From an optimization exercise on the open Yosys and OpenROAD flow, aimed at small area; shortcuts taken in it are not production practice.
Function was checked by simulation only, so behaviour that the tests miss may differ from the original.
Power and IR drop assume default switching activity.

==> flow/design.v (excerpt) <==
module multicast_tree_member_table_unit
#(
    parameter int MAX_MEMBERS = 16
) (
    input  logic         clk,
    input  logic         rst_n,
    input  logic         s_tvalid,
    output logic         s_tready,
    input  logic [47:0]  s_tdata,    
    input  logic [2:0]   s_tuser,    
    output logic         m_tvalid,
    input  logic         m_tready,
    output logic [111:0] m_tdata,    
    output logic [2:0]   m_tuser,    
    output logic         m_tlast,
    input  logic         cfg_valid,
    output logic         cfg_ready,
    input  logic         cfg_index,
    input  logic [31:0]  cfg_data
);
==> flow/config.mk <==
export PLATFORM = sky130hd
export DESIGN_NAME = multicast_tree_member_table_unit
export DESIGN_NICKNAME = multicast_tree_member_table_unit
export VERILOG_FILES = /design/flow/design.v
export SDC_FILE = /design/flow/constraint.sdc
export NUM_CORES = 4
export LEC_CHECK = 0
export CAP_MARGIN = 20
export CORE_MARGIN = 2
export CORE_UTILIZATION = 65
export SLEW_MARGIN = 20
==> flow/constraint.sdc <==
create_clock -name core_clock -period 10.0 [get_ports {clk}]
set_input_delay 2.0000 -clock core_clock [delete_from_list [all_inputs] [get_ports {clk}]]
set_output_delay 2.0000 -clock core_clock [all_outputs]
set_load 0.01 [all_outputs]
standard.sh (not shown) runs the stock make flow with config.mk's settings and CLKGATE_MAP_FILE= SYNTH_SCRIPT=/design/flow/synth_recipe.tcl, a recipe that flattens the netlist after the stock synthesis.
==> flow/flow/run.sh <==
#!/bin/bash
# The standard layout (standard.sh, unchanged make targets and settings) with
# three changes:
#  - synthesis maps logic with an area-oriented ABC script (flow/abc_area.script);
#    everything else in synthesis is synth_recipe.tcl as given (same registers);
#  - port buffers use buf_1;
#  - CTS uses clkbuf_8 leaf clusters of at most 19 sinks within 55 um and no dummy loads.
# Each tool's output is in ORFS's own logs under orfs/logs; make's output is in
# flow_make.log.
set -euo pipefail
HERE=$(pwd)
{
  echo "proc abc {args} {"
  echo "  set i [lsearch \$args -script]"
  echo "  set args [lreplace \$args \$i [expr {\$i + 1}] -script $HERE/flow/abc_area.script]"
  echo "  yosys abc {*}\$args"
  echo "}"
  cat synth_recipe.tcl
} > my_synth.tcl
sed "s#SYNTH_SCRIPT=[^ ]*#SYNTH_SCRIPT=$HERE/my_synth.tcl#" standard.sh > my_standard.sh
grep -q "SYNTH_SCRIPT=$HERE/my_synth.tcl" my_standard.sh
export BUFFER_PORTS_ARGS="-buffer_cell sky130_fd_sc_hd__buf_1"
export CTS_ARGS="-sink_clustering_enable -repair_clock_nets -dont_use_dummy_load -sink_clustering_size 19 -sink_clustering_max_diameter 55 -buf_list sky130_fd_sc_hd__clkbuf_8 "
bash my_standard.sh finish > flow_make.log 2>&1
==> flow/flow/abc_area.script <==
strash; balance; rewrite; refactor; balance; rewrite; rewrite -z; balance; refactor -z; rewrite -z; balance; dch -f; amap
The baseline went through all stages and came out clean.
Edit:
--- a/flow/flow/run.sh
+++ b/flow/flow/run.sh
@@ -6,3 +6,3 @@
 #  - port buffers use buf_1;
-#  - CTS uses clkbuf_8 leaf clusters of at most 19 sinks within 55 um and no dummy loads.
+#  - CTS uses clkbuf_8 leaf clusters of at most 16 sinks within 40 um and no dummy loads.
 # Each tool's output is in ORFS's own logs under orfs/logs; make's output is in
@@ -22,3 +22,3 @@
 export BUFFER_PORTS_ARGS="-buffer_cell sky130_fd_sc_hd__buf_1"
-export CTS_ARGS="-sink_clustering_enable -repair_clock_nets -dont_use_dummy_load -sink_clustering_size 19 -sink_clustering_max_diameter 55 -buf_list sky130_fd_sc_hd__clkbuf_8 "
+export CTS_ARGS="-sink_clustering_enable -repair_clock_nets -dont_use_dummy_load -sink_clustering_size 16 -sink_clustering_max_diameter 40 -buf_list sky130_fd_sc_hd__clkbuf_8 "
 bash my_standard.sh finish > flow_make.log 2>&1
After rerunning:
- wire length climbs by a few percent
- maximum frequency rises slightly
- global-route usage climbs by 0.84 points
- critical path depth does not change
- core utilization grows by 0.51 points
- sequential power barely changes
- first-iteration DRC count rose by a little under a tenth
- worst setup slack gets better by 0.036 ns
Edit:
--- a/flow/flow/run.sh
+++ b/flow/flow/run.sh
@@ -6,3 +6,3 @@
 #  - port buffers use buf_1;
-#  - CTS uses clkbuf_8 leaf clusters of at most 16 sinks within 40 um and no dummy loads.
+#  - CTS uses clkbuf_16 leaf clusters of at most 30 sinks within 60 um and no dummy loads.
 # Each tool's output is in ORFS's own logs under orfs/logs; make's output is in
@@ -22,3 +22,3 @@
 export BUFFER_PORTS_ARGS="-buffer_cell sky130_fd_sc_hd__buf_1"
-export CTS_ARGS="-sink_clustering_enable -repair_clock_nets -dont_use_dummy_load -sink_clustering_size 16 -sink_clustering_max_diameter 40 -buf_list sky130_fd_sc_hd__clkbuf_8 "
+export CTS_ARGS="-sink_clustering_enable -repair_clock_nets -dont_use_dummy_load -sink_clustering_size 30 -sink_clustering_max_diameter 60 -buf_list sky130_fd_sc_hd__clkbuf_16 "
 bash my_standard.sh finish > flow_make.log 2>&1
Clock skew is higher by 0.0051 ns.
Design area barely changes.
Non-clock buffer count is higher by 1.
Clock-buffer cell count is lower by 71.
Setup slack is worse by 0.045 ns.
Synthesized area does not change.
Edit:
--- a/flow/flow/run.sh
+++ b/flow/flow/run.sh
@@ -6,3 +6,3 @@
 #  - port buffers use buf_1;
-#  - CTS uses clkbuf_16 leaf clusters of at most 30 sinks within 60 um and no dummy loads.
+#  - CTS uses clkbuf_16 leaf clusters of at most 30 sinks within 50 um and no dummy loads.
 # Each tool's output is in ORFS's own logs under orfs/logs; make's output is in
@@ -22,3 +22,3 @@
 export BUFFER_PORTS_ARGS="-buffer_cell sky130_fd_sc_hd__buf_1"
-export CTS_ARGS="-sink_clustering_enable -repair_clock_nets -dont_use_dummy_load -sink_clustering_size 30 -sink_clustering_max_diameter 60 -buf_list sky130_fd_sc_hd__clkbuf_16 "
+export CTS_ARGS="-sink_clustering_enable -repair_clock_nets -dont_use_dummy_load -sink_clustering_size 30 -sink_clustering_max_diameter 50 -buf_list sky130_fd_sc_hd__clkbuf_16 "
 bash my_standard.sh finish > flow_make.log 2>&1
Global-route usage came out higher by 0.51 points.
Sequential cell count does not change.
Utilization grows by 0.79 points.
Sequential power stays flat.
Fmax hardly moves.
Total power rose by 3.2%.
Routed wire length went up by 0.98%.
Final area rose by 1.1%.
Setup slack improves by 0.019 ns.
Worst hold slack gets better by 0.027 ns.
Cell count is higher by 0.49%.

-- port drivers added, routing unchanged --
In the flow no input, the clock included, has a driving cell. The finished layouts below were timed again as built, in two steps.
Step 1 sets driving cells, clkbuf_16 on the clock port and buf_2 on the other inputs (assumed; they add their load-dependent delay and slew).
Step 2 times the ports against the registers' clock, not the clock port: input delays grow and output delays shrink by t, the midpoint of the rising clock arrivals with the driver on.
Three values: ideal ports, drivers, drivers and shift; two values: the first two.
run	t, ns	setup WS [ns]	worst setup path at the end
the first run	0.821	2.822 / 2.822 / 2.822	register to register
the second run	0.830	2.859 / 2.859 / 2.859	register to register
the third run	0.707	2.814 / 2.814 / 2.814	register to register
the fourth run	0.718	2.832 / 2.832 / 2.832	register to register
After both steps every run listed still meets setup and hold.
